This is an optimization exercise on Yosys and OpenROAD, whose aim is a short achievable clock period and few clock cycles, not a production implementation. In this exercise RTL edits were held to simulation tests only and were not proved equivalent to the original. Power is estimated from default activity; no workload was simulated.

===== flow/run.sh =====
#!/bin/bash
# synth_recipe.tcl (not shown) runs the flow's synth.tcl, then flattens the netlist and writes it again
# the make line also repeats each setting of config.mk as NAME=value (left out here)
make -C /OpenROAD-flow-scripts/flow DESIGN_CONFIG=/design/flow/config.mk WORK_HOME=/design/flow/orfs CLKGATE_MAP_FILE= SYNTH_SCRIPT=/design/flow/synth_recipe.tcl finish

===== flow/config.mk =====
export PLATFORM = sky130hd
export DESIGN_NAME = pipe_core
export DESIGN_NICKNAME = pipe_core
export VERILOG_FILES = /design/flow/design.v
export SDC_FILE = /design/flow/constraint.sdc
export NUM_CORES = 4
export LEC_CHECK = 0
export CAP_MARGIN = 20
export CELL_PAD_IN_SITES_DETAIL_PLACEMENT = 1
export CORE_MARGIN = 2
export CORE_UTILIZATION = 25
export GPL_TIMING_DRIVEN = 1
export PLACE_DENSITY = 0.4
export SETUP_SLACK_MARGIN = 4.0
export SLEW_MARGIN = 20
export SYNTH_HIERARCHICAL = 1

===== flow/constraint.sdc =====
create_clock -name core_clock -period 7.0 [get_ports {clock}]
set_input_delay 1.4000 -clock core_clock [delete_from_list [all_inputs] [get_ports {clock}]]
set_output_delay 1.4000 -clock core_clock [all_outputs]
set_load 0.01 [all_outputs]

===== flow/design.v =====
`timescale 1ns/10ps
package core_pkg;
    localparam int WORD_W    = 32;
    localparam int REG_IDX_W = 5;
    typedef logic [WORD_W-1:0]    word_t;
    typedef logic [REG_IDX_W-1:0] reg_idx_t;
    typedef logic [4:0]           opcode_t;
    typedef logic [4:0]           alu_op_t;
    localparam opcode_t OP_RTYPE = 5'd0;
    localparam opcode_t OP_J     = 5'd1;
    localparam opcode_t OP_BNE   = 5'd2;
    localparam opcode_t OP_ADDI  = 5'd5;
    localparam alu_op_t ALU_ADD = 5'd0;
    localparam alu_op_t ALU_SUB = 5'd1;
    localparam alu_op_t ALU_AND = 5'd2;
    localparam alu_op_t ALU_OR  = 5'd3;
    localparam int OPCODE_MSB = 31;
    localparam int OPCODE_LSB = 27;
    localparam int RD_MSB     = 26;
    localparam int RD_LSB     = 22;
    localparam int RS_MSB     = 21;
    localparam int RS_LSB     = 17;
    localparam int RT_MSB     = 16;
    localparam int RT_LSB     = 12;
    localparam int FUNC_MSB   = 6;
    localparam int FUNC_LSB   = 2;
    localparam int IMM_MSB    = 16;
    localparam int IMM_W      = 17;
    localparam int TARGET_MSB = 26;
    localparam word_t NOP_WORD = '0;
endpackage
`timescale 1ns/10ps
module add_pg
#(
    parameter int W = 32
) (
    input  logic [W-1:0] a,
    input  logic [W-1:0] b,
    output logic [W-1:0] g,
    output logic [W-1:0] p
);
    assign g = a & b;
    assign p = a | b;
endmodule
module add_carry
#(
    parameter int W   = 32,
    parameter bit CIN = 1'b0
) (
    input  logic [W-1:0] g_in,
    input  logic [W-1:0] p_in,
    output logic [W:0]   c
);
    localparam int L = (W <= 2) ? 1 : (W <= 4) ? 2 : (W <= 8) ? 3 : (W <= 16) ? 4 : (W <= 32) ? 5 : 6;
    logic [W-1:0] g [L+1];
    logic [W-1:0] p [L+1];
    always_comb begin
        g[0] = g_in;
        p[0] = p_in;
        g[0][0] = g_in[0] | (p_in[0] & CIN);
    end
    for (genvar k = 0; k < L; k++) begin : g_lvl
        for (genvar i = 0; i < W; i++) begin : g_bit
            if (i >= (1 << k)) begin : g_comb
                assign g[k+1][i] = g[k][i] | (p[k][i] & g[k][i-(1<<k)]);
                assign p[k+1][i] = p[k][i] & p[k][i-(1<<k)];
            end else begin : g_pass
                assign g[k+1][i] = g[k][i];
                assign p[k+1][i] = p[k][i];
            end
        end
    end
    assign c[0] = CIN;
    assign c[W:1] = g[L];
endmodule
module add_sum
#(
    parameter int W = 32
) (
    input  logic [W-1:0] a,
    input  logic [W-1:0] b,
    input  logic [W-1:0] c,
    output logic [W-1:0] sum
);
    assign sum = a ^ b ^ c;
endmodule
module prefix_add
#(
    parameter int W   = 32,
    parameter bit CIN = 1'b0
) (
    input  logic [W-1:0] a,
    input  logic [W-1:0] b,
    output logic [W-1:0] sum,
    output logic         cout
);
    logic [W-1:0] g;
    logic [W-1:0] p;
    logic [W:0]   c;
    add_pg #(.W(W)) u_pg (.a(a), .b(b), .g(g), .p(p));
    add_carry #(.W(W), .CIN(CIN)) u_carry (.g_in(g), .p_in(p), .c(c));
    add_sum #(.W(W)) u_sum (.a(a), .b(b), .c(c[W-1:0]), .sum(sum));
    assign cout = c[W];
endmodule
module alu_bypass
(
    input  core_pkg::word_t x_a,
    input  core_pkg::word_t x_b,
    input  core_pkg::word_t res,
    input  logic            fwd_a,
    input  logic            fwd_b,
    output core_pkg::word_t operand_a,
    output core_pkg::word_t operand_b
);
    assign operand_a = fwd_a ? res : x_a;
    assign operand_b = fwd_b ? res : x_b;
endmodule
module alu_sums
(
    input  core_pkg::word_t x_a,
    input  core_pkg::word_t x_b,
    input  core_pkg::word_t res,
    output core_pkg::word_t sum_nn,
    output core_pkg::word_t sum_rn,
    output core_pkg::word_t sum_nr,
    output core_pkg::word_t diff_nn,
    output core_pkg::word_t diff_rn,
    output core_pkg::word_t diff_nr
);
    logic co [6];
    prefix_add #(.W(32), .CIN(1'b0)) u_add_nn (.a(x_a), .b(x_b), .sum(sum_nn), .cout(co[0]));
    prefix_add #(.W(32), .CIN(1'b0)) u_add_rn (.a(res), .b(x_b), .sum(sum_rn), .cout(co[1]));
    prefix_add #(.W(32), .CIN(1'b0)) u_add_nr (.a(x_a), .b(res), .sum(sum_nr), .cout(co[2]));
    prefix_add #(.W(32), .CIN(1'b1)) u_sub_nn (.a(x_a), .b(~x_b), .sum(diff_nn), .cout(co[3]));
    prefix_add #(.W(32), .CIN(1'b1)) u_sub_rn (.a(res), .b(~x_b), .sum(diff_rn), .cout(co[4]));
    prefix_add #(.W(32), .CIN(1'b1)) u_sub_nr (.a(x_a), .b(~res), .sum(diff_nr), .cout(co[5]));
endmodule
module alu_select
(
    input  core_pkg::word_t sum_nn,
    input  core_pkg::word_t sum_rn,
    input  core_pkg::word_t sum_nr,
    input  core_pkg::word_t sum_rr,
    input  core_pkg::word_t diff_nn,
    input  core_pkg::word_t diff_rn,
    input  core_pkg::word_t diff_nr,
    input  core_pkg::word_t logic_res,
    input  logic [6:0]      sel_arith,
    input  logic            sel_logic,
    output core_pkg::word_t result
);
    assign result = ({32{sel_arith[0]}} & sum_nn)
                  | ({32{sel_arith[1]}} & sum_rn)
                  | ({32{sel_arith[2]}} & sum_nr)
                  | ({32{sel_arith[3]}} & sum_rr)
                  | ({32{sel_arith[4]}} & diff_nn)
                  | ({32{sel_arith[5]}} & diff_rn)
                  | ({32{sel_arith[6]}} & diff_nr)
                  | ({32{sel_logic}}    & logic_res);
endmodule
module alu_logic
(
    input  core_pkg::word_t operand_a,
    input  core_pkg::word_t operand_b,
    input  logic            op_or,
    output core_pkg::word_t result
);
    assign result = op_or ? (operand_a | operand_b) : (operand_a & operand_b);
endmodule
module sum_zero
(
    input  core_pkg::word_t a,
    input  core_pkg::word_t b,
    output logic            sum_nz,
    output logic            differ
);
    core_pkg::word_t axb;
    core_pkg::word_t aob;
    assign axb    = a ^ b;
    assign aob    = a | b;
    assign differ = |axb;
    assign sum_nz = |(axb ^ {aob[30:0], 1'b0});
endmodule
module alu_flags
(
    input  core_pkg::word_t x_a,
    input  core_pkg::word_t x_b,
    input  core_pkg::word_t res,
    input  core_pkg::word_t logic_res,
    input  logic [3:0]      case_sel,
    input  logic            op_add,
    input  logic            op_sub,
    input  logic            op_logic,
    output logic            not_equal,
    output logic            nonzero
);
    logic snz_nn, snz_rn, snz_nr, snz_rr;
    logic ne_nn, ne_rn, ne_nr;
    logic unused_rr;
    logic sum_nz;
    sum_zero u_nn (.a(x_a), .b(x_b), .sum_nz(snz_nn), .differ(ne_nn));
    sum_zero u_rn (.a(res), .b(x_b), .sum_nz(snz_rn), .differ(ne_rn));
    sum_zero u_nr (.a(x_a), .b(res), .sum_nz(snz_nr), .differ(ne_nr));
    assign snz_rr = |res[30:0];
    assign not_equal = (case_sel[0] && ne_nn) || (case_sel[1] && ne_rn) || (case_sel[2] && ne_nr);
    assign sum_nz    = (case_sel[0] && snz_nn) || (case_sel[1] && snz_rn) ||
                       (case_sel[2] && snz_nr) || (case_sel[3] && snz_rr);
    assign nonzero = (op_add && sum_nz) || (op_sub && not_equal) || (op_logic && |logic_res);
endmodule
`timescale 1ns/10ps
module branch_target
#(
    parameter int SW = 8
) (
    input  logic [SW-1:0]  imm,
    input  core_pkg::word_t pc,
    input  logic [31-SW:0] hi_inc,
    input  logic [31-SW:0] hi_dec,
    output core_pkg::word_t target
);
    logic [SW-1:0]  lo_sum;
    logic           lo_co;
    logic [31-SW:0] hi_sel;
    prefix_add #(.W(SW), .CIN(1'b1)) u_lo (
        .a(pc[SW-1:0]), .b(imm), .sum(lo_sum), .cout(lo_co)
    );
    always_comb begin
        case ({imm[SW-1], lo_co})
            2'b01:   hi_sel = hi_inc;
            2'b10:   hi_sel = hi_dec;
            default: hi_sel = pc[31:SW];
        endcase
    end
    assign target = {hi_sel, lo_sum};
endmodule
module bne_predict
#(
    parameter int SW = 8
) (
    input  core_pkg::word_t    imem_data,
    input  logic [31:0]        rf_nonzero,
    input  logic               x_wr,
    input  core_pkg::reg_idx_t x_rd,
    input  logic               x_nonzero,
    output logic               pred_taken
);
    core_pkg::reg_idx_t rd;
    core_pkg::reg_idx_t rs;
    logic               short_off;
    logic               nz_rd;
    logic               nz_rs;
    assign rd = imem_data[core_pkg::RD_MSB:core_pkg::RD_LSB];
    assign rs = imem_data[core_pkg::RS_MSB:core_pkg::RS_LSB];
    assign short_off = (imem_data[core_pkg::IMM_MSB:SW-1] == '0) ||
                       (imem_data[core_pkg::IMM_MSB:SW-1] == '1);
    assign nz_rd = (x_wr && (x_rd == rd)) ? x_nonzero : rf_nonzero[rd];
    assign nz_rs = (x_wr && (x_rd == rs)) ? x_nonzero : rf_nonzero[rs];
    assign pred_taken = (imem_data[core_pkg::OPCODE_MSB:core_pkg::OPCODE_LSB] == core_pkg::OP_BNE) &&
                        short_off && (rd != rs) && (nz_rd || nz_rs);
endmodule
module fetch_next
#(
    parameter int SW = 8
) (
    input  core_pkg::word_t    imem_data,
    input  core_pkg::word_t    pc,
    input  core_pkg::word_t    pc_plus1,
    input  logic [31-SW:0]     hi_inc,
    input  logic [31-SW:0]     hi_dec,
    input  logic [31:0]        rf_nonzero,
    input  logic               x_wr,
    input  core_pkg::reg_idx_t x_rd,
    input  logic               x_nonzero,
    input  logic               redirect,
    input  core_pkg::word_t    redirect_pc,
    output core_pkg::word_t    pc_next,
    output logic               pred_taken
);
    logic            is_j;
    core_pkg::word_t br_target;
    core_pkg::word_t other_pc;
    assign is_j = (imem_data[core_pkg::OPCODE_MSB:core_pkg::OPCODE_LSB] == core_pkg::OP_J);
    branch_target #(.SW(SW)) u_target (
        .imm    (imem_data[SW-1:0]),
        .pc     (pc),
        .hi_inc (hi_inc),
        .hi_dec (hi_dec),
        .target (br_target)
    );
    bne_predict #(.SW(SW)) u_predict (
        .imem_data  (imem_data),
        .rf_nonzero (rf_nonzero),
        .x_wr       (x_wr),
        .x_rd       (x_rd),
        .x_nonzero  (x_nonzero),
        .pred_taken (pred_taken)
    );
    always_comb begin
        if (redirect) begin
            other_pc = redirect_pc;
        end else if (is_j) begin
            other_pc = {{(core_pkg::WORD_W-core_pkg::TARGET_MSB-1){1'b0}}, imem_data[core_pkg::TARGET_MSB:0]};
        end else begin
            other_pc = pc_plus1;
        end
    end
    assign pc_next = (pred_taken && !redirect) ? br_target : other_pc;
endmodule
module pc_port
#(
    parameter core_pkg::word_t RESET_PC = '0
) (
    input  logic            clock,
    input  logic            rst_n,
    input  core_pkg::word_t pc_next,
    output core_pkg::word_t imem_addr
);
    always_ff @(posedge clock or negedge rst_n) begin
        if (!rst_n) begin
            imem_addr <= RESET_PC;
        end else begin
            imem_addr <= pc_next;
        end
    end
endmodule
module fetch_unit
#(
    parameter core_pkg::word_t RESET_PC = '0
) (
    input  logic               clock,
    input  logic               rst_n,
    input  logic               redirect,
    input  core_pkg::word_t    redirect_pc,
    output core_pkg::word_t    imem_addr,
    input  core_pkg::word_t    imem_data,
    input  logic               x_wr,
    input  core_pkg::reg_idx_t x_rd,
    input  logic               x_nonzero,
    output core_pkg::word_t    pc_plus1,
    output logic               pred_taken
);
    localparam int SW = 8;    
    localparam int HW = core_pkg::WORD_W - SW;
    core_pkg::word_t pc;
    core_pkg::word_t pc_next;
    logic [HW-1:0]   hi_inc;
    logic [HW-1:0]   hi_dec;
    logic            co_unused [3];
    logic [31:0]     nz;
    prefix_add #(.W(32), .CIN(1'b1)) u_inc (
        .a(pc), .b('0), .sum(pc_plus1), .cout(co_unused[0])
    );
    prefix_add #(.W(HW), .CIN(1'b1)) u_hi_inc (
        .a(pc[31:SW]), .b('0), .sum(hi_inc), .cout(co_unused[1])
    );
    prefix_add #(.W(HW), .CIN(1'b0)) u_hi_dec (
        .a(pc[31:SW]), .b('1), .sum(hi_dec), .cout(co_unused[2])
    );
    fetch_next #(.SW(SW)) u_next (
        .imem_data  (imem_data),
        .pc         (pc),
        .pc_plus1   (pc_plus1),
        .hi_inc     (hi_inc),
        .hi_dec     (hi_dec),
        .rf_nonzero (nz),
        .x_wr       (x_wr),
        .x_rd       (x_rd),
        .x_nonzero   (x_nonzero),
        .redirect    (redirect),
        .redirect_pc (redirect_pc),
        .pc_next     (pc_next),
        .pred_taken  (pred_taken)
    );
    assign nz[0] = 1'b0;
    for (genvar i = 1; i < 32; i++) begin : g_nz
        always_ff @(posedge clock or negedge rst_n) begin
            if (!rst_n) begin
                nz[i] <= 1'b0;
            end else if (x_wr && (x_rd == core_pkg::reg_idx_t'(i))) begin
                nz[i] <= x_nonzero;
            end
        end
    end
    always_ff @(posedge clock or negedge rst_n) begin
        if (!rst_n) begin
            pc <= RESET_PC;
        end else begin
            pc <= pc_next;
        end
    end
    pc_port #(
        .RESET_PC (RESET_PC)
    ) u_port (
        .clock     (clock),
        .rst_n     (rst_n),
        .pc_next   (pc_next),
        .imem_addr (imem_addr)
    );
endmodule
`timescale 1ns/10ps
module rf_read
(
    input  core_pkg::reg_idx_t addr,
    input  logic [31*32-1:0]   vals,
    input  logic               wr_en,
    input  core_pkg::reg_idx_t wr_reg,
    input  core_pkg::word_t    wr_data,
    output core_pkg::word_t    data
);
    core_pkg::word_t stored;
    always_comb begin
        stored = '0;
        for (int j = 1; j < 32; j++) begin
            stored = stored | ({32{addr == 5'(j)}} & vals[(j-1)*32 +: 32]);
        end
    end
    assign data = (wr_en && (wr_reg == addr)) ? wr_data : stored;
endmodule
module rf_read_b
(
    input  core_pkg::word_t    instr,
    input  logic [31*32-1:0]   vals,
    input  logic               wr_en,
    input  core_pkg::reg_idx_t wr_reg,
    input  core_pkg::word_t    wr_data,
    output core_pkg::word_t    data
);
    core_pkg::opcode_t op;
    core_pkg::word_t   rt_val;
    core_pkg::word_t   rd_val;
    assign op = instr[core_pkg::OPCODE_MSB:core_pkg::OPCODE_LSB];
    rf_read u_rt (
        .addr (instr[core_pkg::RT_MSB:core_pkg::RT_LSB]),
        .vals (vals),
        .wr_en (wr_en),
        .wr_reg (wr_reg),
        .wr_data (wr_data),
        .data (rt_val)
    );
    rf_read u_rd (
        .addr (instr[core_pkg::RD_MSB:core_pkg::RD_LSB]),
        .vals (vals),
        .wr_en (wr_en),
        .wr_reg (wr_reg),
        .wr_data (wr_data),
        .data (rd_val)
    );
    always_comb begin
        if (op == core_pkg::OP_ADDI) begin
            data = {{(core_pkg::WORD_W-core_pkg::IMM_W){instr[core_pkg::IMM_MSB]}}, instr[core_pkg::IMM_MSB:0]};
        end else if (op == core_pkg::OP_BNE) begin
            data = rd_val;
        end else begin
            data = rt_val;
        end
    end
endmodule
module reg_file
#(
    parameter int NUM_REGS = 32
) (
    input  logic               clock,
    input  logic               rst_n,
    input  core_pkg::word_t    rd_instr,
    output core_pkg::word_t    rd_data_a,
    output core_pkg::word_t    rd_data_b,
    input  logic               wr_en,
    input  core_pkg::reg_idx_t wr_reg,
    input  core_pkg::word_t    wr_data
);
    core_pkg::word_t     regs [1:NUM_REGS-1];
    logic [31*32-1:0]    vals;
    for (genvar i = 1; i < NUM_REGS; i++) begin : g_reg
        logic hit;
        assign hit = wr_en && (wr_reg == core_pkg::reg_idx_t'(i));
        always_ff @(posedge clock or negedge rst_n) begin
            if (!rst_n) begin
                regs[i] <= '0;
            end else if (hit) begin
                regs[i] <= wr_data;
            end
        end
        assign vals[(i-1)*32 +: 32] = regs[i];
    end
    rf_read u_read_a (
        .addr (rd_instr[core_pkg::RS_MSB:core_pkg::RS_LSB]),
        .vals (vals),
        .wr_en (wr_en),
        .wr_reg (wr_reg),
        .wr_data (wr_data),
        .data (rd_data_a)
    );
    rf_read_b u_read_b (
        .instr (rd_instr),
        .vals  (vals),
        .wr_en (wr_en),
        .wr_reg (wr_reg),
        .wr_data (wr_data),
        .data  (rd_data_b)
    );
endmodule
`timescale 1ns/10ps
module wb_stage
(
    input  logic               clock,
    input  logic               rst_n,
    input  logic               x_wr,
    input  core_pkg::reg_idx_t x_rd,
    input  core_pkg::word_t    x_result,
    output logic               wr_en,
    output core_pkg::reg_idx_t wr_reg,
    output core_pkg::word_t    wr_data
);
    always_ff @(posedge clock or negedge rst_n) begin
        if (!rst_n) begin
            wr_en  <= 1'b0;
            wr_reg <= '0;
        end else begin
            wr_en  <= x_wr;
            wr_reg <= x_rd;
        end
    end
    always_ff @(posedge clock) begin
        wr_data <= x_result;
    end
endmodule
module exec_pipe
(
    input  logic               clock,
    input  logic               rst_n,
    input  core_pkg::word_t    f_instr,
    input  core_pkg::word_t    f_pc_plus1,
    input  logic               f_pred_taken,
    input  core_pkg::word_t    rd_data_a,
    input  core_pkg::word_t    rd_data_b,
    output logic               redirect,
    output core_pkg::word_t    redirect_pc,
    output logic               x_wr_out,
    output core_pkg::reg_idx_t x_rd_out,
    output logic               x_nonzero,
    output logic               wr_en,
    output core_pkg::reg_idx_t wr_reg,
    output core_pkg::word_t    wr_data
);
    core_pkg::opcode_t  f_op;
    core_pkg::reg_idx_t f_rd;
    core_pkg::reg_idx_t f_rs;
    core_pkg::reg_idx_t f_rt;
    core_pkg::reg_idx_t f_src_b;
    logic [4:0]         f_func;
    core_pkg::word_t    f_imm;
    logic               f_rtype;
    logic               f_addi;
    logic               f_bne;
    logic               f_wr;
    logic               f_fwd_a;
    logic               f_fwd_b;
    logic               f_add;
    logic               f_sub;
    logic               f_and;
    logic               f_or;
    core_pkg::word_t    x_a;
    core_pkg::word_t    x_b;
    logic               x_fwd_a;
    logic               x_fwd_b;
    logic [6:0]         x_sel_arith;
    logic               x_sel_logic;
    logic [3:0]         x_case;
    logic               x_add;
    logic               x_sub;
    logic               x_or;
    logic               x_wr;
    core_pkg::reg_idx_t x_rd;
    logic               x_bne;
    logic               x_pred;
    core_pkg::word_t    x_pc_plus1;
    core_pkg::word_t    x_imm;
    core_pkg::word_t    x_op_a;
    core_pkg::word_t    x_op_b;
    core_pkg::word_t    x_result;
    core_pkg::word_t    x_logic;
    core_pkg::word_t    x_sum_nn;
    core_pkg::word_t    x_sum_rn;
    core_pkg::word_t    x_sum_nr;
    core_pkg::word_t    x_diff_nn;
    core_pkg::word_t    x_diff_rn;
    core_pkg::word_t    x_diff_nr;
    logic               x_ne;
    logic               x_nz;
    core_pkg::word_t    x_target;
    logic               x_target_co;
    core_pkg::word_t    r1_result;
    assign f_op   = f_instr[core_pkg::OPCODE_MSB:core_pkg::OPCODE_LSB];
    assign f_rd   = f_instr[core_pkg::RD_MSB:core_pkg::RD_LSB];
    assign f_rs   = f_instr[core_pkg::RS_MSB:core_pkg::RS_LSB];
    assign f_rt   = f_instr[core_pkg::RT_MSB:core_pkg::RT_LSB];
    assign f_func = f_instr[core_pkg::FUNC_MSB:core_pkg::FUNC_LSB];
    assign f_imm  = {{(core_pkg::WORD_W-core_pkg::IMM_W){f_instr[core_pkg::IMM_MSB]}}, f_instr[core_pkg::IMM_MSB:0]};
    assign f_rtype = (f_op == core_pkg::OP_RTYPE);
    assign f_addi  = (f_op == core_pkg::OP_ADDI);
    assign f_bne   = (f_op == core_pkg::OP_BNE);
    assign f_wr    = (f_rtype || f_addi) && (f_rd != '0);
    assign f_src_b = f_bne ? f_rd : f_rt;
    assign f_fwd_a = x_wr && (x_rd == f_rs);
    assign f_fwd_b = !f_addi && x_wr && (x_rd == f_src_b);
    assign f_add = f_addi || (f_rtype && (f_func == core_pkg::ALU_ADD));
    assign f_sub = f_rtype && (f_func == core_pkg::ALU_SUB);
    assign f_and = f_rtype && (f_func == core_pkg::ALU_AND);
    assign f_or  = f_rtype && (f_func == core_pkg::ALU_OR);
    always_ff @(posedge clock or negedge rst_n) begin
        if (!rst_n) begin
            x_wr    <= 1'b0;
            x_bne   <= 1'b0;
        end else begin
            x_wr    <= !redirect && f_wr;
            x_bne   <= !redirect && f_bne;
        end
    end
    always_ff @(posedge clock) begin
        x_a        <= rd_data_a;
        x_b        <= rd_data_b;
        x_fwd_a    <= f_fwd_a;
        x_fwd_b    <= f_fwd_b;
        x_sel_arith[0] <= f_add && !f_fwd_a && !f_fwd_b;
        x_sel_arith[1] <= f_add &&  f_fwd_a && !f_fwd_b;
        x_sel_arith[2] <= f_add && !f_fwd_a &&  f_fwd_b;
        x_sel_arith[3] <= f_add &&  f_fwd_a &&  f_fwd_b;
        x_sel_arith[4] <= f_sub && !f_fwd_a && !f_fwd_b;
        x_sel_arith[5] <= f_sub &&  f_fwd_a && !f_fwd_b;
        x_sel_arith[6] <= f_sub && !f_fwd_a &&  f_fwd_b;
        x_sel_logic    <= f_and || f_or;
        x_case[0]  <= !f_fwd_a && !f_fwd_b;
        x_case[1]  <=  f_fwd_a && !f_fwd_b;
        x_case[2]  <= !f_fwd_a &&  f_fwd_b;
        x_case[3]  <=  f_fwd_a &&  f_fwd_b;
        x_add      <= f_add;
        x_sub      <= f_sub;
        x_or       <= f_or;
        x_rd       <= f_rd;
        x_pred     <= f_pred_taken;
        x_pc_plus1 <= f_pc_plus1;
        x_imm      <= f_imm;
    end
    alu_bypass u_bypass (
        .x_a       (x_a),
        .x_b       (x_b),
        .res       (r1_result),
        .fwd_a     (x_fwd_a),
        .fwd_b     (x_fwd_b),
        .operand_a (x_op_a),
        .operand_b (x_op_b)
    );
    alu_sums u_sums (
        .x_a     (x_a),
        .x_b     (x_b),
        .res     (r1_result),
        .sum_nn  (x_sum_nn),
        .sum_rn  (x_sum_rn),
        .sum_nr  (x_sum_nr),
        .diff_nn (x_diff_nn),
        .diff_rn (x_diff_rn),
        .diff_nr (x_diff_nr)
    );
    alu_logic u_logic (
        .operand_a (x_op_a),
        .operand_b (x_op_b),
        .op_or     (x_or),
        .result    (x_logic)
    );
    alu_select u_select (
        .sum_nn    (x_sum_nn),
        .sum_rn    (x_sum_rn),
        .sum_nr    (x_sum_nr),
        .sum_rr    ({r1_result[30:0], 1'b0}),
        .diff_nn   (x_diff_nn),
        .diff_rn   (x_diff_rn),
        .diff_nr   (x_diff_nr),
        .logic_res (x_logic),
        .sel_arith (x_sel_arith),
        .sel_logic (x_sel_logic),
        .result    (x_result)
    );
    alu_flags u_flags (
        .x_a       (x_a),
        .x_b       (x_b),
        .res       (r1_result),
        .logic_res (x_logic),
        .case_sel  (x_case),
        .op_add    (x_add),
        .op_sub    (x_sub),
        .op_logic  (x_sel_logic),
        .not_equal (x_ne),
        .nonzero   (x_nz)
    );
    assign redirect = x_bne && (x_ne != x_pred);
    prefix_add #(.W(32), .CIN(1'b0)) u_target (
        .a(x_pc_plus1), .b(x_imm), .sum(x_target), .cout(x_target_co)
    );
    assign redirect_pc = x_pred ? x_pc_plus1 : x_target;
    assign x_wr_out  = x_wr;
    assign x_rd_out  = x_rd;
    assign x_nonzero = x_nz;
    always_ff @(posedge clock) begin
        r1_result <= x_result;
    end
    wb_stage u_wb (
        .clock    (clock),
        .rst_n    (rst_n),
        .x_wr     (x_wr),
        .x_rd     (x_rd),
        .x_result (x_result),
        .wr_en    (wr_en),
        .wr_reg   (wr_reg),
        .wr_data  (wr_data)
    );
endmodule
`timescale 1ns/10ps
module pipe_core
#(
    parameter core_pkg::word_t RESET_PC = '0,
    parameter int    NUM_REGS = 32
) (
    input  logic     clock,
    input  logic     rst_n,
    output core_pkg::word_t    imem_addr,
    input  core_pkg::word_t    imem_data,
    output logic     wb_en,
    output core_pkg::reg_idx_t wb_reg,
    output core_pkg::word_t    wb_data
);
    core_pkg::word_t    pc_plus1;
    logic               pred_taken;
    logic               redirect;
    core_pkg::word_t    redirect_pc;
    core_pkg::word_t    rd_data_a;
    core_pkg::word_t    rd_data_b;
    logic               x_wr;
    core_pkg::reg_idx_t x_rd;
    logic               x_nonzero;
    fetch_unit #(
        .RESET_PC (RESET_PC)
    ) u_fetch (
        .clock       (clock),
        .rst_n       (rst_n),
        .redirect    (redirect),
        .redirect_pc (redirect_pc),
        .imem_addr   (imem_addr),
        .imem_data   (imem_data),
        .x_wr        (x_wr),
        .x_rd        (x_rd),
        .x_nonzero   (x_nonzero),
        .pc_plus1    (pc_plus1),
        .pred_taken  (pred_taken)
    );
    reg_file #(
        .NUM_REGS (NUM_REGS)
    ) u_regs (
        .clock      (clock),
        .rst_n      (rst_n),
        .rd_instr   (imem_data),
        .rd_data_a  (rd_data_a),
        .rd_data_b  (rd_data_b),
        .wr_en      (wb_en),
        .wr_reg     (wb_reg),
        .wr_data    (wb_data)
    );
    exec_pipe u_exec (
        .clock        (clock),
        .rst_n        (rst_n),
        .f_instr      (imem_data),
        .f_pc_plus1   (pc_plus1),
        .f_pred_taken (pred_taken),
        .rd_data_a    (rd_data_a),
        .rd_data_b    (rd_data_b),
        .redirect     (redirect),
        .redirect_pc  (redirect_pc),
        .x_wr_out     (x_wr),
        .x_rd_out     (x_rd),
        .x_nonzero    (x_nonzero),
        .wr_en        (wb_en),
        .wr_reg       (wb_reg),
        .wr_data      (wb_data)
    );
endmodule

==> results of run 1 <==
## through the flow
stage | instances | hold slack [ps]
after floorplan | 9504 | 466
after global placement | 14400 | 506
after detailed placement | 14400 | 522
after CTS | 15400 | 535
after global routing | 15700 | 554
final | 15800 | 537
## layer usage
| metal | routed length [µm] | up-vias | track usage [%] |
|---|---|---|---|
| met5 | 856 | - | 0.975 |
| met4 | 63500 | 54 | 24.3 |
| met3 | 88100 | 3049 | 15.2 |
| met2 | 267000 | 8002 | 46.2 |
| met1 | 250000 | 50900 | 38.8 |
| li1 | - | 37700 | - |
## timing repair
| item | CTS | global route |
|---|---|---|
| pin swaps | 355 | 283 |
| cloned | 48 | 16 |
| resized for setup | 1422 | 523 |
| endpoints found under the setup margin | 911 | 248 |
| setup buffers | 602 | 265 |
## cell type report
type                       count  share of cell area [%]
multi-input combinational   7235                    51.1
sequential                  1295                    24.8
timing repair buffer        1481                    13.6
tap                         5038                    4.92
clock buffer                 251                    3.82
inverter                     332                   0.994
clock inverter                56                   0.539
antenna                      100                   0.195
## path summary, 6_finish.rpt
check	startpoint	to	slack, ps	cells after the start
min in group asynchronous	rst_n	u_regs.regs[13][12]	570	1
max reg2reg	u_exec.x_b[21]	u_fetch.u_port.imem_addr[18]	3230	17
max	u_exec.x_b[21]	u_fetch.u_port.imem_addr[18]	3230	17
max in group asynchronous	rst_n	u_regs.regs[1][2]	4850	2
min reg2reg	u_fetch.nz[24]	u_fetch.nz[24]	540	1
min	u_fetch.nz[24]	u_fetch.nz[24]	540	1
## power by group through the flow
stage / sequential (µW) / clock [µW] / combinational [µW]
after floorplan: 8320 / 0 / 4330
after global placement: 8560 / 0 / 6250
after detailed placement: 8570 / 0 / 6320
after CTS: 8410 / 9230 / 6810
after global routing: 8450 / 9520 / 7610
final: 8390 / 9220 / 7230
==> notes.md, run 1 <==
Biggest register=u_regs.regs; most frequent cells in the layout=1078 x dfrtp_1, 1065 x mux2_2, 937 x a22oi_1; Tmin final=3770 ps; Die Wd=623 µm; Setup Skew=84.7 ps; DRC viols=0; Crit. End Element=flip-flop; Post-CTS Hold Buffers=0; first-pass GRT wire length=872000 µm; Sw Ratio=34.2%; status=finished clean; final wirelength=669000 µm; setup violators final=0; Slew @ Worst Pin=1370 ps; Max Cap Viol=0; synth warn=1203; Detailed Place HPWL=413000 µm; unrepaired setup endpoints after global routing=yes; root buffer selected by CTS=clkbuf_16; worst-path fanout max=9; FP Rows=227; internal power=16300 µW; relative slew slack=8.57%; antenna violations before repair=99; Starting Density=25.1%; CTS tree=done; vias per cell=6.32; worst setup margin=3230 ps; core area=382000 µm²; number of instances in the synthesized netlist=9271; pin count of the biggest net entering global routing=159; DR vias=99800; CP Cell Sequence=inv_1 -> ha_4 -> xor2_2 -> nand4_1 -> nor4_4 -> o211ai_1 -> a222oi_1 -> nor2b_1 -> a21oi_2 -> nand3_4 -> o21ai_4 -> a31oi_4 -> buf_12 -> nor2b_4 -> buf_12 -> a22oi_2 -> o21ai_2; fin crit share=53.8%; die height=623 µm; Layout area overhead=33.9%; post-DR wirelength/cell=42.4 µm; synthesized area per cell=10.3 µm²; CTS Buf Count=166; clock share of power=37.1%; PD cells=194 nW/µm²; htree depth=4; filler instances=42100; Total Power=24800 µW; cell area after synthesis=95700 µm²; final hold vios=0; later-pin clock latency in the skew report=970 ps; Slew Viols, Final=0; Iter 0 DRT Violations=14300; Comb power frac=29.1%; HP Class=flip-flop to flip-flop; gr ovfl total=0; vias in the first global route=95700; crit path kind=flip-flop to flip-flop; GRT Util Overall=32.8%; CP delay by family, top=compound AO/OA/AOI/OAI gates; max reg flops=992; Placer Congestion=1.03; slowest cell on the critical path=dfxtp_4; Fmax=265 MHz; register area=31800 µm²; cell repeated most along the worst path=buf_12; CP startpoint kind=flip-flop; die area=388000 µm²; Setup TNS Final=0 ps; Routed Antenna Nets=0; fraction of layout cells with a size suffix above 1=40.3%; clock sinks=1295; worst slack at placement=1100 ps; CP bufs+invs=3; # IOs=104; post-layout util=33.6%; Worst EP required=7760 ps; Peak VDD IR=174 µV; sequential power share=33.8%; drt pass-1 iters=10; switching power=8490 µW; clk buf depth=4; Worst EP arrival=4520 ps; Max stage delay on crit path=460 ps; Clk pin slew, worst setup/hold paths=60 ps; NumNets Final=10600; I/O Buffers=103; Area after DPL=105000 µm²; Multi-input gate area=65400 µm²; fin area=128000 µm²; commonest non-fill, non-tap cell in the layout=dfrtp_1; Leak=0.0561 µW
Testbench counts, summed over its fixed seeds: cycles 22,565.
==> run 2: changes to the inputs <==
--- a/flow/design.v
+++ b/flow/design.v
@@ -42,6 +42,32 @@
     assign g = a & b;
     assign p = a | b;
 endmodule
+module ks_level
+#(
+    parameter int W   = 32,
+    parameter int D   = 1,
+    parameter bit POS = 1'b1
+) (
+    input  logic [W-1:0] g_in,
+    input  logic [W-1:0] p_in,
+    output logic [W-1:0] g_out,
+    output logic [W-1:0] p_out
+);
+    for (genvar i = 0; i < W; i++) begin : g_bit
+        if (i >= D) begin : g_comb
+            if (POS) begin : g_pos
+                assign g_out[i] = ~(g_in[i] | (p_in[i] & g_in[i-D]));
+                assign p_out[i] = ~(p_in[i] & p_in[i-D]);
+            end else begin : g_neg
+                assign g_out[i] = ~(g_in[i] & (p_in[i] | g_in[i-D]));
+                assign p_out[i] = ~(p_in[i] | p_in[i-D]);
+            end
+        end else begin : g_pass
+            assign g_out[i] = ~g_in[i];
+            assign p_out[i] = ~p_in[i];
+        end
+    end
+endmodule
 module add_carry
 #(
     parameter int W   = 32,
@@ -60,18 +86,15 @@
         g[0][0] = g_in[0] | (p_in[0] & CIN);
     end
     for (genvar k = 0; k < L; k++) begin : g_lvl
-        for (genvar i = 0; i < W; i++) begin : g_bit
-            if (i >= (1 << k)) begin : g_comb
-                assign g[k+1][i] = g[k][i] | (p[k][i] & g[k][i-(1<<k)]);
-                assign p[k+1][i] = p[k][i] & p[k][i-(1<<k)];
-            end else begin : g_pass
-                assign g[k+1][i] = g[k][i];
-                assign p[k+1][i] = p[k][i];
-            end
-        end
+        ks_level #(.W(W), .D(1 << k), .POS((k % 2) == 0)) u_lvl (
+            .g_in  (g[k]),
+            .p_in  (p[k]),
+            .g_out (g[k+1]),
+            .p_out (p[k+1])
+        );
     end
     assign c[0] = CIN;
-    assign c[W:1] = g[L];
+    assign c[W:1] = (L % 2 == 1) ? ~g[L] : g[L];
 endmodule
 module add_sum
 #(
@@ -167,6 +190,29 @@
 );
     assign result = op_or ? (operand_a | operand_b) : (operand_a & operand_b);
 endmodule
+module word_xor
+(
+    input  core_pkg::word_t a,
+    input  core_pkg::word_t b,
+    output core_pkg::word_t y
+);
+    assign y = a ^ b;
+endmodule
+module word_or
+(
+    input  core_pkg::word_t a,
+    input  core_pkg::word_t b,
+    output core_pkg::word_t y
+);
+    assign y = a | b;
+endmodule
+module word_nonzero
+(
+    input  core_pkg::word_t a,
+    output logic            y
+);
+    assign y = |a;
+endmodule
 module sum_zero
 (
     input  core_pkg::word_t a,
@@ -176,10 +222,12 @@
 );
     core_pkg::word_t axb;
     core_pkg::word_t aob;
-    assign axb    = a ^ b;
-    assign aob    = a | b;
-    assign differ = |axb;
-    assign sum_nz = |(axb ^ {aob[30:0], 1'b0});
+    core_pkg::word_t t;
+    word_xor u_axb (.a(a), .b(b), .y(axb));
+    word_or  u_aob (.a(a), .b(b), .y(aob));
+    word_xor u_t   (.a(axb), .b({aob[30:0], 1'b0}), .y(t));
+    word_nonzero u_ne (.a(axb), .y(differ));
+    word_nonzero u_nz (.a(t), .y(sum_nz));
 endmodule
 module alu_flags
 (
@@ -187,25 +235,38 @@
     input  core_pkg::word_t x_b,
     input  core_pkg::word_t res,
     input  core_pkg::word_t logic_res,
-    input  logic [3:0]      case_sel,
-    input  logic            op_add,
-    input  logic            op_sub,
-    input  logic            op_logic,
+    input  logic [7:0]      sel_nz,
+    input  logic [2:0]      sel_ne,
     output logic            not_equal,
     output logic            nonzero
 );
     logic snz_nn, snz_rn, snz_nr, snz_rr;
     logic ne_nn, ne_rn, ne_nr;
-    logic unused_rr;
-    logic sum_nz;
+    logic lnz;
     sum_zero u_nn (.a(x_a), .b(x_b), .sum_nz(snz_nn), .differ(ne_nn));
     sum_zero u_rn (.a(res), .b(x_b), .sum_nz(snz_rn), .differ(ne_rn));
     sum_zero u_nr (.a(x_a), .b(res), .sum_nz(snz_nr), .differ(ne_nr));
     assign snz_rr = |res[30:0];
-    assign not_equal = (case_sel[0] && ne_nn) || (case_sel[1] && ne_rn) || (case_sel[2] && ne_nr);
-    assign sum_nz    = (case_sel[0] && snz_nn) || (case_sel[1] && snz_rn) ||
-                       (case_sel[2] && snz_nr) || (case_sel[3] && snz_rr);
-    assign nonzero = (op_add && sum_nz) || (op_sub && not_equal) || (op_logic && |logic_res);
+    assign lnz    = |logic_res;
+    assign not_equal = (sel_ne[0] && ne_nn) || (sel_ne[1] && ne_rn) || (sel_ne[2] && ne_nr);
+    assign nonzero = (sel_nz[0] && snz_nn) || (sel_nz[1] && snz_rn) ||
+                     (sel_nz[2] && snz_nr) || (sel_nz[3] && snz_rr) ||
+                     (sel_nz[4] && ne_nn)  || (sel_nz[5] && ne_rn)  ||
+                     (sel_nz[6] && ne_nr)  || (sel_nz[7] && lnz);
+endmodule
+module result_guess
+(
+    input  core_pkg::word_t x_a,
+    input  core_pkg::word_t x_b,
+    input  logic [3:0]      sel,
+    input  logic            guess,
+    output logic            nonzero
+);
+    logic snz;
+    logic differ;
+    sum_zero u_sum (.a(x_a), .b(x_b), .sum_nz(snz), .differ(differ));
+    assign nonzero = (sel[0] && snz) || (sel[1] && differ) ||
+                     (sel[2] && |(x_a & x_b)) || (sel[3] && |(x_a | x_b)) || guess;
 endmodule
 `timescale 1ns/10ps
 module branch_target
@@ -233,30 +294,54 @@
     end
     assign target = {hi_sel, lo_sum};
 endmodule
+module flag_read
+(
+    input  core_pkg::reg_idx_t addr,
+    input  logic [31:0]        flags,
+    output logic               y
+);
+    assign y = flags[addr];
+endmodule
 module bne_predict
 #(
     parameter int SW = 8
 ) (
     input  core_pkg::word_t    imem_data,
     input  logic [31:0]        rf_nonzero,
-    input  logic               x_wr,
-    input  core_pkg::reg_idx_t x_rd,
-    input  logic               x_nonzero,
-    output logic               pred_taken
+    input  logic [31:0]        x_hit,
+    output logic               pred_if_nz,
+    output logic               pred_if_z
 );
     core_pkg::reg_idx_t rd;
     core_pkg::reg_idx_t rs;
     logic               short_off;
-    logic               nz_rd;
-    logic               nz_rs;
+    logic               base;
+    logic [31:0]        flags_nz;
+    logic [31:0]        flags_z;
+    logic               nz_rd, nz_rs, z_rd, z_rs;
     assign rd = imem_data[core_pkg::RD_MSB:core_pkg::RD_LSB];
     assign rs = imem_data[core_pkg::RS_MSB:core_pkg::RS_LSB];
     assign short_off = (imem_data[core_pkg::IMM_MSB:SW-1] == '0) ||
                        (imem_data[core_pkg::IMM_MSB:SW-1] == '1);
-    assign nz_rd = (x_wr && (x_rd == rd)) ? x_nonzero : rf_nonzero[rd];
-    assign nz_rs = (x_wr && (x_rd == rs)) ? x_nonzero : rf_nonzero[rs];
-    assign pred_taken = (imem_data[core_pkg::OPCODE_MSB:core_pkg::OPCODE_LSB] == core_pkg::OP_BNE) &&
-                        short_off && (rd != rs) && (nz_rd || nz_rs);
+    assign base = (imem_data[core_pkg::OPCODE_MSB:core_pkg::OPCODE_LSB] == core_pkg::OP_BNE) &&
+                  short_off && (rd != rs);
+    assign flags_nz = rf_nonzero | x_hit;
+    assign flags_z  = rf_nonzero & ~x_hit;
+    flag_read u_nz_rd (.addr(rd), .flags(flags_nz), .y(nz_rd));
+    flag_read u_nz_rs (.addr(rs), .flags(flags_nz), .y(nz_rs));
+    flag_read u_z_rd  (.addr(rd), .flags(flags_z),  .y(z_rd));
+    flag_read u_z_rs  (.addr(rs), .flags(flags_z),  .y(z_rs));
+    assign pred_if_nz = base && (nz_rd || nz_rs);
+    assign pred_if_z  = base && (z_rd || z_rs);
+endmodule
+module pc_pick
+(
+    input  logic            sel,
+    input  core_pkg::word_t pc_if_1,
+    input  core_pkg::word_t pc_if_0,
+    output core_pkg::word_t pc_next
+);
+    assign pc_next = sel ? pc_if_1 : pc_if_0;
 endmodule
 module fetch_next
 #(
@@ -268,17 +353,20 @@
     input  logic [31-SW:0]     hi_inc,
     input  logic [31-SW:0]     hi_dec,
     input  logic [31:0]        rf_nonzero,
-    input  logic               x_wr,
-    input  core_pkg::reg_idx_t x_rd,
-    input  logic               x_nonzero,
+    input  logic [31:0]        x_hit,
+    input  logic               x_pred_nz,
     input  logic               redirect,
     input  core_pkg::word_t    redirect_pc,
     output core_pkg::word_t    pc_next,
     output logic               pred_taken
 );
     logic            is_j;
+    logic            pred_if_nz;
+    logic            pred_if_z;
     core_pkg::word_t br_target;
     core_pkg::word_t other_pc;
+    core_pkg::word_t pc_if_nz;
+    core_pkg::word_t pc_if_z;
     assign is_j = (imem_data[core_pkg::OPCODE_MSB:core_pkg::OPCODE_LSB] == core_pkg::OP_J);
     branch_target #(.SW(SW)) u_target (
         .imm    (imem_data[SW-1:0]),
@@ -290,10 +378,9 @@
     bne_predict #(.SW(SW)) u_predict (
         .imem_data  (imem_data),
         .rf_nonzero (rf_nonzero),
-        .x_wr       (x_wr),
-        .x_rd       (x_rd),
-        .x_nonzero  (x_nonzero),
-        .pred_taken (pred_taken)
+        .x_hit      (x_hit),
+        .pred_if_nz (pred_if_nz),
+        .pred_if_z  (pred_if_z)
     );
     always_comb begin
         if (redirect) begin
@@ -304,7 +391,15 @@
             other_pc = pc_plus1;
         end
     end
-    assign pc_next = (pred_taken && !redirect) ? br_target : other_pc;
+    assign pc_if_nz = (pred_if_nz && !redirect) ? br_target : other_pc;
+    assign pc_if_z  = (pred_if_z  && !redirect) ? br_target : other_pc;
+    assign pred_taken = x_pred_nz ? pred_if_nz : pred_if_z;
+    pc_pick u_pick (
+        .sel     (x_pred_nz),
+        .pc_if_1 (pc_if_nz),
+        .pc_if_0 (pc_if_z),
+        .pc_next (pc_next)
+    );
 endmodule
 module pc_port
 #(
@@ -334,7 +429,9 @@
     output core_pkg::word_t    imem_addr,
     input  core_pkg::word_t    imem_data,
     input  logic               x_wr,
+    input  logic               x_live,
     input  core_pkg::reg_idx_t x_rd,
+    input  logic               x_pred_nz,
     input  logic               x_nonzero,
     output core_pkg::word_t    pc_plus1,
     output logic               pred_taken
@@ -347,6 +444,8 @@
     logic [HW-1:0]   hi_dec;
     logic            co_unused [3];
     logic [31:0]     nz;
+    logic [31:0]     x_hit;
+    logic            f_writes;
     prefix_add #(.W(32), .CIN(1'b1)) u_inc (
         .a(pc), .b('0), .sum(pc_plus1), .cout(co_unused[0])
     );
@@ -357,15 +456,14 @@
         .a(pc[31:SW]), .b('1), .sum(hi_dec), .cout(co_unused[2])
     );
     fetch_next #(.SW(SW)) u_next (
-        .imem_data  (imem_data),
-        .pc         (pc),
-        .pc_plus1   (pc_plus1),
-        .hi_inc     (hi_inc),
-        .hi_dec     (hi_dec),
-        .rf_nonzero (nz),
-        .x_wr       (x_wr),
-        .x_rd       (x_rd),
-        .x_nonzero   (x_nonzero),
+        .imem_data   (imem_data),
+        .pc          (pc),
+        .pc_plus1    (pc_plus1),
+        .hi_inc      (hi_inc),
+        .hi_dec      (hi_dec),
+        .rf_nonzero  (nz),
+        .x_hit       (x_hit),
+        .x_pred_nz   (x_pred_nz),
         .redirect    (redirect),
         .redirect_pc (redirect_pc),
         .pc_next     (pc_next),
@@ -376,11 +474,24 @@
         always_ff @(posedge clock or negedge rst_n) begin
             if (!rst_n) begin
                 nz[i] <= 1'b0;
-            end else if (x_wr && (x_rd == core_pkg::reg_idx_t'(i))) begin
+            end else if (x_live && (x_rd == core_pkg::reg_idx_t'(i))) begin
                 nz[i] <= x_nonzero;
             end
         end
     end
+    assign f_writes = ((imem_data[core_pkg::OPCODE_MSB:core_pkg::OPCODE_LSB] == core_pkg::OP_RTYPE) ||
+                       (imem_data[core_pkg::OPCODE_MSB:core_pkg::OPCODE_LSB] == core_pkg::OP_ADDI)) &&
+                      !redirect;
+    assign x_hit[0] = 1'b0;
+    for (genvar i = 1; i < 32; i++) begin : g_hit
+        always_ff @(posedge clock or negedge rst_n) begin
+            if (!rst_n) begin
+                x_hit[i] <= 1'b0;
+            end else begin
+                x_hit[i] <= f_writes && (imem_data[core_pkg::RD_MSB:core_pkg::RD_LSB] == core_pkg::reg_idx_t'(i));
+            end
+        end
+    end
     always_ff @(posedge clock or negedge rst_n) begin
         if (!rst_n) begin
             pc <= RESET_PC;
@@ -500,6 +611,16 @@
     );
 endmodule
 `timescale 1ns/10ps
+module word_reg
+(
+    input  logic            clock,
+    input  core_pkg::word_t d,
+    output core_pkg::word_t q
+);
+    always_ff @(posedge clock) begin
+        q <= d;
+    end
+endmodule
 module wb_stage
 (
     input  logic               clock,
@@ -536,7 +657,9 @@
     output logic               redirect,
     output core_pkg::word_t    redirect_pc,
     output logic               x_wr_out,
+    output logic               x_live_out,
     output core_pkg::reg_idx_t x_rd_out,
+    output logic               x_pred_nz,
     output logic               x_nonzero,
     output logic               wr_en,
     output core_pkg::reg_idx_t wr_reg,
@@ -561,17 +684,30 @@
     logic               f_or;
     core_pkg::word_t    x_a;
     core_pkg::word_t    x_b;
+    core_pkg::word_t    x_a_aux;
+    core_pkg::word_t    x_b_aux;
+    core_pkg::word_t    x_a_pz;
+    core_pkg::word_t    x_b_pz;
+    core_pkg::word_t    r1_aux;
     logic               x_fwd_a;
     logic               x_fwd_b;
     logic [6:0]         x_sel_arith;
     logic               x_sel_logic;
-    logic [3:0]         x_case;
-    logic               x_add;
-    logic               x_sub;
+    logic [7:0]         x_sel_nz;
+    logic [2:0]         x_sel_ne;
+    logic               x_redir_ne;
+    logic               x_redir_eq;
+    logic               x_pnz;
+    logic               x_redirect;
+    logic               redir_q;
+    core_pkg::word_t    redir_pc_q;
+    logic               f_kill;
+    logic               x_live;
+    logic [3:0]         x_pz_sel;
+    logic               x_pz_guess;
     logic               x_or;
     logic               x_wr;
     core_pkg::reg_idx_t x_rd;
-    logic               x_bne;
     logic               x_pred;
     core_pkg::word_t    x_pc_plus1;
     core_pkg::word_t    x_imm;
@@ -601,24 +737,26 @@
     assign f_bne   = (f_op == core_pkg::OP_BNE);
     assign f_wr    = (f_rtype || f_addi) && (f_rd != '0);
     assign f_src_b = f_bne ? f_rd : f_rt;
-    assign f_fwd_a = x_wr && (x_rd == f_rs);
-    assign f_fwd_b = !f_addi && x_wr && (x_rd == f_src_b);
+    assign f_fwd_a = x_live && (x_rd == f_rs);
+    assign f_fwd_b = !f_addi && x_live && (x_rd == f_src_b);
     assign f_add = f_addi || (f_rtype && (f_func == core_pkg::ALU_ADD));
     assign f_sub = f_rtype && (f_func == core_pkg::ALU_SUB);
     assign f_and = f_rtype && (f_func == core_pkg::ALU_AND);
     assign f_or  = f_rtype && (f_func == core_pkg::ALU_OR);
+    assign f_kill = redir_q;
+    assign x_live = x_wr && !redir_q;
     always_ff @(posedge clock or negedge rst_n) begin
         if (!rst_n) begin
-            x_wr    <= 1'b0;
-            x_bne   <= 1'b0;
+            x_wr       <= 1'b0;
+            x_redir_ne <= 1'b0;
+            x_redir_eq <= 1'b0;
         end else begin
-            x_wr    <= !redirect && f_wr;
-            x_bne   <= !redirect && f_bne;
+            x_wr       <= !f_kill && f_wr;
+            x_redir_ne <= !f_kill && f_bne && !f_pred_taken;
+            x_redir_eq <= !f_kill && f_bne && f_pred_taken;
         end
     end
     always_ff @(posedge clock) begin
-        x_a        <= rd_data_a;
-        x_b        <= rd_data_b;
         x_fwd_a    <= f_fwd_a;
         x_fwd_b    <= f_fwd_b;
         x_sel_arith[0] <= f_add && !f_fwd_a && !f_fwd_b;
@@ -629,22 +767,30 @@
         x_sel_arith[5] <= f_sub &&  f_fwd_a && !f_fwd_b;
         x_sel_arith[6] <= f_sub && !f_fwd_a &&  f_fwd_b;
         x_sel_logic    <= f_and || f_or;
-        x_case[0]  <= !f_fwd_a && !f_fwd_b;
-        x_case[1]  <=  f_fwd_a && !f_fwd_b;
-        x_case[2]  <= !f_fwd_a &&  f_fwd_b;
-        x_case[3]  <=  f_fwd_a &&  f_fwd_b;
-        x_add      <= f_add;
-        x_sub      <= f_sub;
+        x_sel_nz[3:0] <= {f_add &&  f_fwd_a &&  f_fwd_b, f_add && !f_fwd_a && f_fwd_b,
+                          f_add &&  f_fwd_a && !f_fwd_b, f_add && !f_fwd_a && !f_fwd_b};
+        x_sel_nz[6:4] <= {f_sub && !f_fwd_a &&  f_fwd_b, f_sub && f_fwd_a && !f_fwd_b,
+                          f_sub && !f_fwd_a && !f_fwd_b};
+        x_sel_nz[7]   <= f_and || f_or;
+        x_sel_ne      <= {!f_fwd_a && f_fwd_b, f_fwd_a && !f_fwd_b, !f_fwd_a && !f_fwd_b};
         x_or       <= f_or;
+        x_pz_sel   <= {f_or, f_and, f_sub, f_add} & {4{!f_fwd_a && !f_fwd_b}};
+        x_pz_guess <= (f_fwd_a || f_fwd_b) && (f_add || f_and || f_or || (f_sub && (f_rs != f_rt)));
         x_rd       <= f_rd;
         x_pred     <= f_pred_taken;
         x_pc_plus1 <= f_pc_plus1;
         x_imm      <= f_imm;
     end
+    word_reg u_xa     (.clock(clock), .d(rd_data_a), .q(x_a));
+    word_reg u_xb     (.clock(clock), .d(rd_data_b), .q(x_b));
+    word_reg u_xa_aux (.clock(clock), .d(rd_data_a), .q(x_a_aux));
+    word_reg u_xb_aux (.clock(clock), .d(rd_data_b), .q(x_b_aux));
+    word_reg u_xa_pz  (.clock(clock), .d(rd_data_a), .q(x_a_pz));
+    word_reg u_xb_pz  (.clock(clock), .d(rd_data_b), .q(x_b_pz));
     alu_bypass u_bypass (
-        .x_a       (x_a),
-        .x_b       (x_b),
-        .res       (r1_result),
+        .x_a       (x_a_aux),
+        .x_b       (x_b_aux),
+        .res       (r1_aux),
         .fwd_a     (x_fwd_a),
         .fwd_b     (x_fwd_b),
         .operand_a (x_op_a),
@@ -671,7 +817,7 @@
         .sum_nn    (x_sum_nn),
         .sum_rn    (x_sum_rn),
         .sum_nr    (x_sum_nr),
-        .sum_rr    ({r1_result[30:0], 1'b0}),
+        .sum_rr    ({r1_aux[30:0], 1'b0}),
         .diff_nn   (x_diff_nn),
         .diff_rn   (x_diff_rn),
         .diff_nr   (x_diff_nr),
@@ -681,32 +827,49 @@
         .result    (x_result)
     );
     alu_flags u_flags (
-        .x_a       (x_a),
-        .x_b       (x_b),
-        .res       (r1_result),
+        .x_a       (x_a_aux),
+        .x_b       (x_b_aux),
+        .res       (r1_aux),
         .logic_res (x_logic),
-        .case_sel  (x_case),
-        .op_add    (x_add),
-        .op_sub    (x_sub),
-        .op_logic  (x_sel_logic),
+        .sel_nz    (x_sel_nz),
+        .sel_ne    (x_sel_ne),
         .not_equal (x_ne),
         .nonzero   (x_nz)
     );
-    assign redirect = x_bne && (x_ne != x_pred);
+    result_guess u_guess (
+        .x_a     (x_a_pz),
+        .x_b     (x_b_pz),
+        .sel     (x_pz_sel),
+        .guess   (x_pz_guess),
+        .nonzero (x_pnz)
+    );
+    assign x_redirect = (x_ne ? x_redir_ne : x_redir_eq) && !redir_q;
     prefix_add #(.W(32), .CIN(1'b0)) u_target (
         .a(x_pc_plus1), .b(x_imm), .sum(x_target), .cout(x_target_co)
     );
-    assign redirect_pc = x_pred ? x_pc_plus1 : x_target;
-    assign x_wr_out  = x_wr;
-    assign x_rd_out  = x_rd;
-    assign x_nonzero = x_nz;
+    always_ff @(posedge clock or negedge rst_n) begin
+        if (!rst_n) begin
+            redir_q <= 1'b0;
+        end else begin
+            redir_q <= x_redirect;
+        end
+    end
     always_ff @(posedge clock) begin
-        r1_result <= x_result;
+        redir_pc_q <= x_pred ? x_pc_plus1 : x_target;
     end
+    assign redirect    = redir_q;
+    assign redirect_pc = redir_pc_q;
+    assign x_wr_out   = x_wr;
+    assign x_live_out = x_live;
+    assign x_rd_out  = x_rd;
+    assign x_pred_nz = x_pnz;
+    assign x_nonzero = x_nz;
+    word_reg u_r1     (.clock(clock), .d(x_result), .q(r1_result));
+    word_reg u_r1_aux (.clock(clock), .d(x_result), .q(r1_aux));
     wb_stage u_wb (
         .clock    (clock),
         .rst_n    (rst_n),
-        .x_wr     (x_wr),
+        .x_wr     (x_live),
         .x_rd     (x_rd),
         .x_result (x_result),
         .wr_en    (wr_en),
@@ -735,8 +898,10 @@
     core_pkg::word_t    rd_data_a;
     core_pkg::word_t    rd_data_b;
     logic               x_wr;
+    logic               x_live;
     core_pkg::reg_idx_t x_rd;
     logic               x_nonzero;
+    logic               x_pred_nz;
     fetch_unit #(
         .RESET_PC (RESET_PC)
     ) u_fetch (
@@ -747,7 +912,9 @@
         .imem_addr   (imem_addr),
         .imem_data   (imem_data),
         .x_wr        (x_wr),
+        .x_live      (x_live),
         .x_rd        (x_rd),
+        .x_pred_nz   (x_pred_nz),
         .x_nonzero   (x_nonzero),
         .pc_plus1    (pc_plus1),
         .pred_taken  (pred_taken)
@@ -775,7 +942,9 @@
         .redirect     (redirect),
         .redirect_pc  (redirect_pc),
         .x_wr_out     (x_wr),
+        .x_live_out   (x_live),
         .x_rd_out     (x_rd),
+        .x_pred_nz    (x_pred_nz),
         .x_nonzero    (x_nonzero),
         .wr_en        (wb_en),
         .wr_reg       (wb_reg),
==> flow/config.mk (replaced) <==
export PLATFORM = sky130hd
export DESIGN_NAME = pipe_core
export DESIGN_NICKNAME = pipe_core
export VERILOG_FILES = /design/flow/design.v
export SDC_FILE = /design/flow/constraint.sdc
export NUM_CORES = 4
export LEC_CHECK = 0
export CAP_MARGIN = 40
export CELL_PAD_IN_SITES_DETAIL_PLACEMENT = 1
export CORE_MARGIN = 2
export CORE_UTILIZATION = 35
export GPL_TIMING_DRIVEN = 1
export PLACE_DENSITY = 0.5
export SETUP_SLACK_MARGIN = 4.0
export SLEW_MARGIN = 60
export SYNTH_HIERARCHICAL = 1
==> run 2 against run 1 <==
  * Clock skew rose by 65 ps
  * Sequential power rose by 18%
  * Clock power rose by 13%
  * Area after synthesis rose by 13%
  * Power rose by 21%
  * Cell count rose by 8.3%
  * Register-to-register slack improved by 430 ps
  * Synthesized cell count rose by 23%
  * Core utilization rose by 13 points
==> notes.md, run 2 <==
status=finished clean; clock sinks=1522; switching power=10700 µW; clock share of power=34.7%; I/O Buffers=103; final hold vios=0; pin count of the biggest net entering global routing=68; core area=306000 µm²; HP Class=primary input to asynchronous set/reset pin; later-pin clock latency in the skew report=1020 ps; GRT Util Overall=45.9%; clk buf depth=4; placed insts=15800; fin crit share=56.4%; Crit. End Element=flip-flop; relative slew slack=13.0%; Layout area overhead=33.3%; vias in the first global route=112000; Placer Congestion=1.09; setup violators final=0; Peak VDD IR=178 µV; CP startpoint kind=primary input; most frequent cells in the layout=1107 x dfrtp_1, 1064 x mux2_2, 911 x a22oi_1; max reg flops=992; FP Rows=203; CTS Buf Count=185; Slew Viols, Final=0; unrepaired setup endpoints after global routing=yes; synth warn=92; htree depth=4; post-DR wirelength/cell=44.5 µm; Starting Density=35.2%; # IOs=104; Non-Filler Instances=17100; gr ovfl total=0; NumNets Final=12800; Worst EP required=7780 ps; CTS tree=done; antenna violations before repair=98; Biggest register=u_regs.regs; cell area after synthesis=108000 µm²; Reg2Reg Depth=9; final wirelength=760000 µm; Leak=0.0659 µW; Worst R2R End=u_exec.u_xb.q[10]; root buffer selected by CTS=clkbuf_16; commonest non-fill, non-tap cell in the layout=dfrtp_1; Setup TNS Final=0 ps; fraction of layout cells with a size suffix above 1=37.4%; filler instances=33400; Worst EP arrival=4720 ps; internal power=19300 µW; crit path kind=primary input to flip-flop; Slew @ Worst Pin=1310 ps; R2R Path Start=u_regs.regs[15][10]; Area after DPL=120000 µm²; die height=559 µm; Die Wd=559 µm; Sw Ratio=35.8%; PD cells=209 nW/µm²; drt pass-1 iters=17; Setup Skew=150 ps; number of instances in the synthesized netlist=11400; Tmin final=3940 ps; vias per cell=6.88; flop2flop setup slack=3660 ps; Max Cap Viol=0; worst setup path start=imem_data[24]; fin area=144000 µm²; Comb power frac=32.4%; worst-path fanout max=30; Iter 0 DRT Violations=19000; Total Power=30000 µW; Detailed Place HPWL=500000 µm; synthesized area per cell=9.46 µm²; post-layout util=46.9%; Clk pin slew, worst setup/hold paths=70 ps; DR vias=118000; first-pass GRT wire length=989000 µm; sequential power share=33.0%; Fmax=253 MHz; Routed Antenna Nets=0; die area=313000 µm²; DRC viols=0
run 2: metrics by stage:
step / hold slack (ps) / setup slack, ps
after global placement: 489 / 753
after CTS: 308 / 3800
final: 266 / 3060
after floorplan: 433 / 3520
after detailed placement: 494 / 1820
after global routing: 296 / 3340
run 2: worst max-delay path: stages:
cell and delay, ps:
clkbuf_16 190, buf_8 320, mux2i_1 250, nor2_1 60
a21oi_1 980, o22ai_1 400, nor3_1 450, a21oi_4 90
nand4_1 200, a31oi_4 130, buf_12 190
run 2: cell type report:
class | count | area (µm²) | share of cell area [%]
multi-input combinational | 8758 | 73100 | 50.8
sequential | 1522 | 36600 | 25.4
timing repair buffer | 1590 | 19800 | 13.8
clock buffer | 247 | 5280 | 3.67
tap | 4100 | 5130 | 3.57
inverter | 692 | 2660 | 1.85
clock inverter | 91 | 997 | 0.694
antenna | 93 | 233 | 0.162
run 2: power by group through the flow:
stage | sequential, µW | combinational, µW | clock, µW
floorplan | 9800 | 5700 | 0
detailed placement | 10100 | 8290 | 0
global route | 9930 | 10200 | 10700
CTS | 9890 | 9020 | 10300
finish | 9890 | 9710 | 10400
global placement | 10100 | 8060 | 0
run 2: per-layer routing:
layer  up-vias  GRT usage, %  part of all wire, %
met3      4150          22.9                   14
met2     10200          63.8                   39
met1     58900          51.6                   35
met5         -          1.88                 0.26
met4        65          39.6                   11
li1      44400             -                    -
run 2: how the worst max path moves through the flow:
stage	to	slack, ps	cells past startpoint
floorplan	u_fetch.pc[6]	3520	13
global placement	u_exec.u_xb.q[10]	750	10
detailed placement	u_fetch.pc[4]	1820	15
CTS	u_exec.u_xb.q[19]	3800	15
global route	u_exec.u_xb.q[10]	3340	11
finish	u_exec.u_xb.q[10]	3060	11
run 2: what timing repair did:
| action | in CTS | in global routing |
|---|---|---|
| pin swaps | 247 | 299 |
| setup buffers | 482 | 251 |
| setup endpoints to repair | 502 | 418 |
| gates resized for setup | 1258 | 688 |
| cloned | 73 | 22 |
| hold buffers | 0 | 0 |
Testbench counts of run 2, summed over its fixed seeds: cycles 22,630.
==> run 3: changes to the inputs <==
--- a/flow/design.v
+++ b/flow/design.v
@@ -363,10 +363,9 @@
     logic            is_j;
     logic            pred_if_nz;
     logic            pred_if_z;
+    logic            take_target;
     core_pkg::word_t br_target;
     core_pkg::word_t other_pc;
-    core_pkg::word_t pc_if_nz;
-    core_pkg::word_t pc_if_z;
     assign is_j = (imem_data[core_pkg::OPCODE_MSB:core_pkg::OPCODE_LSB] == core_pkg::OP_J);
     branch_target #(.SW(SW)) u_target (
         .imm    (imem_data[SW-1:0]),
@@ -391,13 +390,12 @@
             other_pc = pc_plus1;
         end
     end
-    assign pc_if_nz = (pred_if_nz && !redirect) ? br_target : other_pc;
-    assign pc_if_z  = (pred_if_z  && !redirect) ? br_target : other_pc;
     assign pred_taken = x_pred_nz ? pred_if_nz : pred_if_z;
+    assign take_target = pred_taken && !redirect;
     pc_pick u_pick (
-        .sel     (x_pred_nz),
-        .pc_if_1 (pc_if_nz),
-        .pc_if_0 (pc_if_z),
+        .sel     (take_target),
+        .pc_if_1 (br_target),
+        .pc_if_0 (other_pc),
         .pc_next (pc_next)
     );
 endmodule
==> run 3 against run 2 <==
  * First-iteration DRC count fell by 15%
  * Largest cell class unchanged
  * Final area fell by 2.5%
  * Critical endpoint is now u_exec.u_xb.q[9]
  * Core utilization fell by 1.1 points
  * Largest power group unchanged
  * Sequential share of layout area rose by 0.61 points
==> notes.md, run 3 <==
status=finished clean; Die Wd=558 µm; gr ovfl total=0; core area=306000 µm²; internal power=19100 µW; Worst R2R End=u_fetch.u_port.imem_addr[28]; Iter 0 DRT Violations=16100; PD cells=212 nW/µm²; Starting Density=35.1%; Tmin final=3850 ps; drt pass-1 iters=9; unrepaired setup endpoints after global routing=yes; Worst EP required=7760 ps; max reg flops=992; DRC viols=0; clock sinks=1522; Slew @ Worst Pin=796 ps; Biggest register=u_regs.regs; Peak VDD IR=207 µV; final wirelength=762000 µm; crit path kind=primary input to flip-flop; fin crit share=55.0%; pin count of the biggest net entering global routing=83; Max Cap Viol=0; clk buf depth=4; number of instances in the synthesized netlist=11300; most frequent cells in the layout=1108 x dfrtp_1, 1058 x mux2_2, 922 x a22oi_1; post-DR wirelength/cell=45.2 µm; Layout area overhead=30.6%; Fmax=260 MHz; commonest non-fill, non-tap cell in the layout=dfrtp_1; worst setup margin=3150 ps; # IOs=104; clock share of power=35.6%; CTS Buf Count=191; final hold vios=0; synth warn=92; relative slew slack=46.9%; Routed Antenna Nets=0; sequential power share=33.2%; Comb power frac=31.1%; Placer Congestion=1.06; Sw Ratio=35.7%; HP Class=primary input to asynchronous set/reset pin; vias in the first global route=109000; Setup Skew=129 ps; later-pin clock latency in the skew report=990 ps; htree depth=4; Slew Viols, Final=0; CTS tree=done; worst slack at placement=1910 ps; DR vias=113000; NumNets Final=12600; I/O Buffers=103; FP Rows=203; vias per cell=6.71; cell area after synthesis=107000 µm²; Reg2Reg Depth=13; fraction of layout cells with a size suffix above 1=36.2%; Detailed Place HPWL=526000 µm; synthesized area per cell=9.52 µm²; R2R Path Start=u_exec.u_xb_pz.q[4]; die area=311000 µm²; first-pass GRT wire length=986000 µm; CP startpoint kind=primary input; GRT Util Overall=46.8%; flop2flop setup slack=3390 ps; antenna violations before repair=97; worst setup path start=imem_data[23]; Clk pin slew, worst setup/hold paths=60 ps; hold_ws=303 ps; Worst EP arrival=4610 ps; setup violators final=0; root buffer selected by CTS=clkbuf_16; worst setup path endpoint=u_exec.u_xb.q[9]; Setup TNS Final=0 ps; die height=558 µm; Leak=0.0643 µW; Crit. End Element=flip-flop; worst-path fanout max=8; switching power=10600 µW
[run 3: area by class of cell]
| type | count | area [µm²] |
|---|---|---|
| antenna | 93 | 233 |
| clock buffer | 264 | 5430 |
| clock inverter | 88 | 1050 |
| fill | 33400 | 165000 |
| inverter | 692 | 2700 |
| multi-input combinational | 8646 | 71200 |
| sequential | 1522 | 36500 |
| tap | 4100 | 5130 |
| timing repair buffer | 1467 | 17900 |
[run 3: worst min-delay path by stage]
stage,slack (ps),start,cells past startpoint,endpoint
floorplan,430,u_exec.x_rd[3],0,u_exec.u_wb.wr_reg[3]
finish,300,rst_n,1,u_regs.regs[4][22]
detailed placement,480,u_exec.x_redir_eq,2,u_exec.redir_q
global placement,470,u_exec.x_redir_eq,2,u_exec.redir_q
global route,320,rst_n,1,u_regs.regs[26][22]
CTS,300,rst_n,1,u_regs.regs[4][22]
[run 3: metrics by stage]
step | instances | area [µm²] | util (%) | total power, µW
after floorplan | 11500 | 110000 | - | 15300
after global placement | 15500 | 116000 | 37.9 | 18200
after detailed placement | 15700 | 119000 | 39.0 | 18500
after CTS | 16500 | 134000 | 43.9 | 29200
after global routing | 16800 | 140000 | 45.8 | 30700
final | 16900 | 140000 | 45.9 | 29800
[run 3: layer usage]
metal  vias up  GRT usage (%)  share of wire, %
met1     57100           54.1                37
met3      3575           18.0                12
met5         -           1.78              0.17
li1      43600              -                 -
met2      8797           67.1                41
met4        54           41.2                11
[run 3: critical path, cell delays in order]
cell     delay, ps
buf_16         120
buf_12         150
buf_16         170
buf_12         140
buf_6          100
or2_4          320
buf_6          150
nor2_4          90
buf_4          220
buf_6          240
a22oi_1        100
nand4_1        220
nor3_1          90
a21oi_2        540
nand4_1        170
a31oi_1        330
[run 3: power by group through the flow]
stage / logic (µW) / registers [µW] / clock network [µW]
floorplan: 5520 / 9800 / 0
finish: 9270 / 9890 / 10600
global placement: 8190 / 10000 / 0
detailed placement: 8420 / 10100 / 0
global route: 9770 / 9930 / 11000
CTS: 8710 / 9880 / 10600
[run 3: timing repair]
| item | CTS | global route |
|---|---|---|
| hold buffers | 0 | 0 |
| cloned | 42 | 12 |
| resized for setup | 1067 | 673 |
| pin swaps | 241 | 285 |
| setup endpoints to repair | 469 | 416 |
| buffers inserted | 415 | 229 |
Testbench counts of run 3, summed over its fixed seeds: cycles 22,630.

port drivers added, routing unchanged:
The results above use ideal ports. As a check the final layouts listed here were re-extracted and re-timed, cells and wires unchanged.
Step 1 sets driving cells, clkbuf_16 on the clock port and buf_2 on the other inputs (assumed; they add their load-dependent delay and slew).
Step 2 times the ports against the registers' clock, not the clock port: input delays grow and output delays shrink by t, the midpoint of the rising clock arrivals with the driver on.
Three values: ideal, step 1, step 2; two values: the first two.
| run | t, ns | slack for setup (ns) |
|---|---|---|
| run 1 | 1.034 | 3.233 / 3.233 / 2.300 |
| run 2 | 1.064 | 3.055 / 2.877 / 1.813 |
| run 3 | 1.034 | 3.153 / 2.971 / 1.938 |
After both steps setup and hold are still met in every run listed.
